This is an optimization exercise on Yosys and OpenROAD, whose aim is small area, a short achievable clock period and few clock cycles, not a production implementation. Only simulation tests tie the RTL to the original design; equivalence was not proved. Power figures rest on the tool's default switching activity, not on a simulated workload.

==> flow/design.v <==
`default_nettype none
package tmrbank_pkg;
  localparam int OP_W   = 3;
  localparam int SLOT_W = 4;
  localparam int INT_W  = 31;
  localparam int EV_W   = 2;
  localparam int STS_W  = 2;
  localparam logic [OP_W-1:0] OP_TICK       = 3'd0;
  localparam logic [OP_W-1:0] OP_START_ONE  = 3'd1;
  localparam logic [OP_W-1:0] OP_START_PER  = 3'd2;
  localparam logic [OP_W-1:0] OP_RESTART    = 3'd3;
  localparam logic [OP_W-1:0] OP_CANCEL     = 3'd4;
  localparam logic [OP_W-1:0] OP_CANCEL_ALL = 3'd5;
  localparam logic [EV_W-1:0] EV_EXPIRED = 2'd0;
  localparam logic [EV_W-1:0] EV_CREATED = 2'd1;
  localparam logic [EV_W-1:0] EV_ACK     = 2'd2;
  localparam logic [STS_W-1:0] STS_OK       = 2'd0;
  localparam logic [STS_W-1:0] STS_FULL     = 2'd1;
  localparam logic [STS_W-1:0] STS_INACTIVE = 2'd2;
  localparam int MAX_RES = 16;
  localparam int CNT_W   = 5;
  localparam int QDEPTH = 2;
  localparam int QCNT_W = 2;
  typedef struct packed {
    logic [OP_W-1:0]   op;
    logic [SLOT_W-1:0] slot;
    logic              slot_ok;
    logic [INT_W-1:0]  interval;
  } cmd_t;
endpackage
`default_nettype wire
`default_nettype none
`default_nettype wire
`default_nettype none
`default_nettype wire
`default_nettype none
import tmrbank_pkg::*;
module one_shot_periodic_timer_bank_top #(
  parameter int SLOT_COUNT = 16,
  parameter int TIME_BITS  = 16
) (
  input  wire logic                           clk,
  input  wire logic                           rst_n,
  input  wire logic                           in_valid,
  output logic                                in_ready,
  input  wire logic [tmrbank_pkg::OP_W-1:0]   in_operation,
  input  wire logic [tmrbank_pkg::SLOT_W-1:0] in_slot,
  input  wire logic [tmrbank_pkg::INT_W-1:0]  in_interval_ms,
  output logic                                out_valid,
  input  wire logic                           out_ready,
  output logic [tmrbank_pkg::EV_W-1:0]        out_event_res,
  output logic [tmrbank_pkg::SLOT_W-1:0]      out_slot_id,
  output logic [tmrbank_pkg::STS_W-1:0]       out_status,
  output logic                                out_was_periodic,
  output logic                                out_last
);
  localparam int N  = 16;
  localparam int TW = 16;
  logic [N-1:0]  a_r, b_r;
  logic [TW-1:0] dl_r [N];    
  logic [TW-1:0] em_r [N];    
  logic [N-1:0]  ez_r;        
  logic [TW-1:0] c_r;         
  logic [N-1:0]  mt_r;        
  logic [N-1:0]  fr_r;        
  logic          fu_r;        
  logic [N-1:0]  pm_r;        
  logic [N-1:0]  rl_r;        
  logic [N-1:0]  rb_r;        
  logic [TW-1:0] rb_e_r;      
  logic          rb_z_r;      
  logic          rdy_r;
  logic          tk_r;        
  logic          xv_r;
  logic [2:0]    xop_r;
  logic [3:0]    xslot_r;
  logic          xbig_r;       
  logic [TW-1:0] xeff_r;       
  logic          ov_r, sv_r;
  logic [9:0]    ob_r, sb_r;   
  function automatic logic [N-1:0] low_bit(input logic [N-1:0] m);
    logic [N-1:0] p;
    p = m;
    for (int s = 1; s < N; s = s * 2) p = p | (p << s);
    low_bit = m & ~(p << 1);
  endfunction
  function automatic logic [TW-1:0] ks_add(input logic [TW-1:0] a, input logic [TW-1:0] b);
    logic [TW-1:0] g, p, t;
    t = a ^ b;
    g = a & b;
    p = t;
    for (int s = 1; s < TW; s = s * 2) begin
      g = g | (p & (g << s));
      p = p & (p << s);
    end
    ks_add = t ^ (g << 1);
  endfunction
  function automatic logic [3:0] enc(input logic [N-1:0] oh);
    logic [3:0] r;
    r = '0;
    for (int i = 0; i < N; i++) if (oh[i]) r = r | 4'(i);
    enc = r;
  endfunction
  logic exec, o_free;
  assign exec   = xv_r && rdy_r;
  assign o_free = !ov_r || out_ready;
  logic is_tick, is_start, is_restart, is_cancel, is_cancel_all;
  assign is_tick       = tk_r;
  assign is_start      = exec && ((xop_r == OP_START_ONE) || (xop_r == OP_START_PER));
  assign is_restart    = exec && (xop_r == OP_RESTART);
  assign is_cancel     = exec && (xop_r == OP_CANCEL);
  assign is_cancel_all = exec && (xop_r == OP_CANCEL_ALL);
  logic [TW-1:0] em_sel;
  always_comb begin
    em_sel = '0;
    for (int i = 0; i < N; i++) em_sel = em_sel | (em_r[i] & {TW{rl_r[i]}});
  end
  logic         rb_z;
  logic [N-1:0] hit;
  assign rb_z = rb_z_r;
  always_comb begin
    for (int i = 0; i < N; i++) begin
      if (rl_r[i])      hit[i] = a_r[i] && ez_r[i];
      else if (rb_r[i]) hit[i] = a_r[i] && rb_z;
      else              hit[i] = a_r[i] && mt_r[i];
    end
  end
  logic [N-1:0] h_low, p_low;
  logic [N-1:0] h_rest, p_rest;
  assign h_low  = low_bit(hit);
  assign h_rest = hit & ~h_low;
  assign p_low  = low_bit(pm_r);
  assign p_rest = pm_r & ~p_low;
  logic [N-1:0]  act, free_low;
  logic          full;
  assign act      = a_r | b_r;
  assign free_low = fr_r;
  assign full     = fu_r;
  logic [N-1:0] sl_oh;
  logic         sl_act;
  assign sl_oh  = N'(1) << xslot_r;
  assign sl_act = |(act & sl_oh);
  logic [N-1:0] a_clr, b_clr;
  assign a_clr = ((hit & ~b_r) & {N{is_tick}}) | (sl_oh & {N{is_cancel}}) | {N{is_cancel_all}};
  assign b_clr = (sl_oh & {N{is_cancel}}) | {N{is_cancel_all}} | (free_low & {N{is_start}});
  logic [N-1:0] a_n, b_n;
  assign a_n = (a_r & ~a_clr) | (free_low & {N{is_start && !full && !xbig_r}});
  assign b_n = (b_r & ~b_clr) | (free_low & {N{is_start && !full && (xbig_r || (xop_r == OP_START_PER))}});
  logic [TW-1:0] c_n;
  logic [N-1:0]  mt_n;
  assign c_n = is_tick ? c_r + TW'(1) : c_r;
  always_comb begin
    for (int i = 0; i < N; i++)
      mt_n[i] = rb_r[i] ? (rb_e_r == TW'(is_tick)) : (dl_r[i] == c_n);
  end
  logic       x_beat;
  logic [9:0] x_b;
  always_comb begin
    x_beat = 1'b0;
    x_b    = {EV_EXPIRED, enc(h_low), STS_OK, |(h_low & b_r), (h_rest == '0)};
    unique case (xop_r)
      OP_TICK: begin
        x_beat = |hit;
      end
      OP_START_ONE, OP_START_PER: begin
        x_beat = 1'b1;
        x_b    = {EV_CREATED, full ? 4'd0 : enc(free_low), full ? STS_FULL : STS_OK, 1'b0, 1'b1};
      end
      OP_RESTART, OP_CANCEL: begin
        x_beat = 1'b1;
        x_b    = {EV_ACK, xslot_r, sl_act ? STS_OK : STS_INACTIVE, 1'b0, 1'b1};
      end
      OP_CANCEL_ALL: begin
        x_beat = 1'b1;
        x_b    = {EV_ACK, 4'd0, STS_OK, 1'b0, 1'b1};
      end
      default: ;
    endcase
    x_beat = x_beat && exec;
  end
  logic p_any, p_go;
  assign p_any = (pm_r != '0);
  assign p_go  = p_any && o_free && !sv_r;
  logic [9:0] nb;
  logic       nbv;
  always_comb begin
    if (sv_r) begin
      nb  = sb_r;
      nbv = 1'b1;
    end else if (p_any) begin
      nb  = {EV_EXPIRED, enc(p_low), STS_OK, |(p_low & b_r), (p_rest == '0)};
      nbv = 1'b1;
    end else begin
      nb  = x_b;
      nbv = x_beat;
    end
  end
  logic [N-1:0] pm_n;
  logic         pm_z_n, sv_n, xv_n, rdy_n;
  logic [2:0]   xop_n;
  always_comb begin
    pm_n   = pm_r;
    pm_z_n = !p_any;
    if (is_tick) begin
      pm_n   = h_rest;
      pm_z_n = (h_rest == '0);
    end else if (p_go) begin
      pm_n   = p_rest;
      pm_z_n = (p_rest == '0);
    end
    sv_n = !o_free && (sv_r || x_beat);
    xv_n  = rdy_r ? in_valid : xv_r;
    xop_n = rdy_r ? in_operation : xop_r;
    rdy_n = !xv_n || (pm_z_n && !sv_n);
  end
  always_ff @(posedge clk) begin
    if (!rst_n) begin
      a_r    <= '0;
      b_r    <= '0;
      fr_r   <= N'(1);
      fu_r   <= 1'b0;
      c_r    <= TW'(1);
      pm_r   <= '0;
      rl_r   <= '0;
      rb_r   <= '0;
      rdy_r  <= 1'b1;
      tk_r   <= 1'b0;
      xv_r   <= 1'b0;
      ov_r   <= 1'b0;
      sv_r   <= 1'b0;
    end else begin
      if (o_free) ov_r <= nbv;
      sv_r   <= sv_n;
      pm_r   <= pm_n;
      xv_r   <= xv_n;
      rdy_r  <= rdy_n;
      tk_r   <= xv_n && rdy_n && (xop_n == OP_TICK);
      rb_r   <= rl_r;
      rl_r   <= ((p_low & b_r) & {N{p_go}}) |
                ((h_low & b_r) & {N{is_tick}}) |
                (free_low & {N{is_start && !full}}) |
                (sl_oh & {N{is_restart && sl_act}});
      c_r    <= c_n;
      a_r    <= a_n;
      b_r    <= b_n;
      fr_r   <= low_bit(~(a_n | b_n));
      fu_r   <= &(a_n | b_n);
    end
  end
  always_ff @(posedge clk) begin
    rb_e_r <= em_sel - (is_tick ? TW'(2) : TW'(1));
    rb_z_r <= (em_sel == (is_tick ? TW'(2) : TW'(1)));
    mt_r   <= mt_n;
    if (o_free) ob_r <= nb;
    if (!o_free && x_beat) sb_r <= x_b;
    if (rdy_r) begin
      xop_r   <= in_operation;
      xslot_r <= in_slot;
      xbig_r  <= |in_interval_ms[INT_W-1:TW];
      xeff_r  <= {in_interval_ms[TW-1:1], in_interval_ms[0] || (in_interval_ms[TW-1:0] == '0)};
    end
    for (int i = 0; i < N; i++) begin
      if (rb_r[i]) dl_r[i] <= ks_add(c_r, rb_e_r);
      if (is_start && !full && free_low[i]) begin
        em_r[i] <= xeff_r;
        ez_r[i] <= (xeff_r == TW'(1));
      end
    end
  end
  assign in_ready         = rdy_r;
  assign out_valid        = ov_r;
  assign {out_event_res, out_slot_id, out_status, out_was_periodic, out_last} = ob_r;
endmodule
`default_nettype wire
==> flow/config.mk <==
export PLATFORM = sky130hd
export DESIGN_NAME = one_shot_periodic_timer_bank_top
export DESIGN_NICKNAME = one_shot_periodic_timer_bank_top
export VERILOG_FILES = /design/flow/design.v
export SDC_FILE = /design/flow/constraint.sdc
export NUM_CORES = 4
export LEC_CHECK = 0
export CAP_MARGIN = 20
export CORE_MARGIN = 2
export CORE_UTILIZATION = 60
export CTS_CLUSTER_DIAMETER = 100
export CTS_CLUSTER_SIZE = 25
export SLEW_MARGIN = 20
==> flow/constraint.sdc <==
create_clock -name core_clock -period 10.0 [get_ports {clk}]
set_input_delay 2.0000 -clock core_clock [delete_from_list [all_inputs] [get_ports {clk}]]
set_output_delay 2.0000 -clock core_clock [all_outputs]
set_load 0.01 [all_outputs]
standard.sh (not shown) runs the stock make flow with config.mk's settings and CLKGATE_MAP_FILE= SYNTH_SCRIPT=/design/flow/synth_recipe.tcl, a recipe that flattens the netlist after the stock synthesis.
==> flow/flow/run.sh <==
#!/bin/bash
# The standard layout (standard.sh: ORFS synthesis through finish, unchanged),
# with the timing repair after CTS and after global routing told to aim for
# SETUP_SLACK_MARGIN ns of setup slack, so it works toward a shorter period
# than the 10 ns clock. make's whole output goes to flow_make.log here; ORFS
# also keeps each step's log under orfs/logs.
set -euo pipefail
bash standard.sh SETUP_SLACK_MARGIN=6.75 finish > flow_make.log 2>&1
Testbench counts at the start, summed over its fixed seeds: cycles 39,461.
Rerun with:
--- a/flow/design.v
+++ b/flow/design.v
@@ -66,13 +66,11 @@
   logic          fu_r;        
   logic [N-1:0]  pm_r;        
   logic [N-1:0]  rl_r;        
   logic [N-1:0]  rb_r;        
   logic [TW-1:0] rb_e_r;      
-  logic          rb_z_r;      
   logic          rdy_r;
-  logic          tk_r;        
   logic          xv_r;
   logic [2:0]    xop_r;
   logic [3:0]    xslot_r;
   logic          xbig_r;       
   logic [TW-1:0] xeff_r;       
@@ -103,11 +101,11 @@
   endfunction
   logic exec, o_free;
   assign exec   = xv_r && rdy_r;
   assign o_free = !ov_r || out_ready;
   logic is_tick, is_start, is_restart, is_cancel, is_cancel_all;
-  assign is_tick       = tk_r;
+  assign is_tick       = exec && (xop_r == OP_TICK);
   assign is_start      = exec && ((xop_r == OP_START_ONE) || (xop_r == OP_START_PER));
   assign is_restart    = exec && (xop_r == OP_RESTART);
   assign is_cancel     = exec && (xop_r == OP_CANCEL);
   assign is_cancel_all = exec && (xop_r == OP_CANCEL_ALL);
   logic [TW-1:0] em_sel;
@@ -115,11 +113,11 @@
     em_sel = '0;
     for (int i = 0; i < N; i++) em_sel = em_sel | (em_r[i] & {TW{rl_r[i]}});
   end
   logic         rb_z;
   logic [N-1:0] hit;
-  assign rb_z = rb_z_r;
+  assign rb_z = (rb_e_r == '0);
   always_comb begin
     for (int i = 0; i < N; i++) begin
       if (rl_r[i])      hit[i] = a_r[i] && ez_r[i];
       else if (rb_r[i]) hit[i] = a_r[i] && rb_z;
       else              hit[i] = a_r[i] && mt_r[i];
@@ -194,12 +192,11 @@
       nb  = x_b;
       nbv = x_beat;
     end
   end
   logic [N-1:0] pm_n;
-  logic         pm_z_n, sv_n, xv_n, rdy_n;
-  logic [2:0]   xop_n;
+  logic         pm_z_n, sv_n, xv_n;
   always_comb begin
     pm_n   = pm_r;
     pm_z_n = !p_any;
     if (is_tick) begin
       pm_n   = h_rest;
@@ -207,13 +204,11 @@
     end else if (p_go) begin
       pm_n   = p_rest;
       pm_z_n = (p_rest == '0);
     end
     sv_n = !o_free && (sv_r || x_beat);
-    xv_n  = rdy_r ? in_valid : xv_r;
-    xop_n = rdy_r ? in_operation : xop_r;
-    rdy_n = !xv_n || (pm_z_n && !sv_n);
+    xv_n = rdy_r ? in_valid : xv_r;
   end
   always_ff @(posedge clk) begin
     if (!rst_n) begin
       a_r    <= '0;
       b_r    <= '0;
@@ -222,21 +217,19 @@
       c_r    <= TW'(1);
       pm_r   <= '0;
       rl_r   <= '0;
       rb_r   <= '0;
       rdy_r  <= 1'b1;
-      tk_r   <= 1'b0;
       xv_r   <= 1'b0;
       ov_r   <= 1'b0;
       sv_r   <= 1'b0;
     end else begin
       if (o_free) ov_r <= nbv;
       sv_r   <= sv_n;
       pm_r   <= pm_n;
       xv_r   <= xv_n;
-      rdy_r  <= rdy_n;
-      tk_r   <= xv_n && rdy_n && (xop_n == OP_TICK);
+      rdy_r  <= !xv_n || (pm_z_n && !sv_n);
       rb_r   <= rl_r;
       rl_r   <= ((p_low & b_r) & {N{p_go}}) |
                 ((h_low & b_r) & {N{is_tick}}) |
                 (free_low & {N{is_start && !full}}) |
                 (sl_oh & {N{is_restart && sl_act}});
@@ -247,11 +240,10 @@
       fu_r   <= &(a_n | b_n);
     end
   end
   always_ff @(posedge clk) begin
     rb_e_r <= em_sel - (is_tick ? TW'(2) : TW'(1));
-    rb_z_r <= (em_sel == (is_tick ? TW'(2) : TW'(1)));
     mt_r   <= mt_n;
     if (o_free) ob_r <= nb;
     if (!o_free && x_beat) sb_r <= x_b;
     if (rdy_r) begin
       xop_r   <= in_operation;
Effect: Non-clock buffer count came out higher by 115. Total power goes up by 0.33%. Final cell count went up by 3.5%. Global-route usage climbs by 1.8 points. Fmax drops by 0.98%. Setup slack is worse by 0.033 ns. Wire length went up by 7.1%. Clock-buffer cell count goes up by 2. Via count increases by 3.8%. Register-to-register slack gets worse by 0.12 ns. Die area stays flat.
Testbench counts after the change, summed over its fixed seeds: cycles 39,461.

==> afterwards: timing with drivers on the ports <==
How much do the figures lean on ideal ports? The routed layouts below were timed once more, with nothing changed but the port constraints.
Step 1 sets driving cells, clkbuf_16 on the clock port and buf_2 on the other inputs (assumed; they add their load-dependent delay and slew).
Step 2 also shifts input and output timing later by t, the mid clock arrival at the registers, as if the neighbouring blocks saw the same clock.
Slacks: ideal / step 1 / step 2; pairs: ideal / step 1.
run	t (ns)	setup WS [ns]	slew at the worst register clock pin (ns)
the first run	0.655	6.701 / 6.639 / 6.145	0.11 / 0.11
the second run	0.659	6.668 / 6.668 / 6.144	0.11 / 0.11
After both steps every run listed still meets setup and hold. For the first run, which loses most, drivers alone change the setup slack by -0.062 ns; drivers and shift together by -0.556 ns.
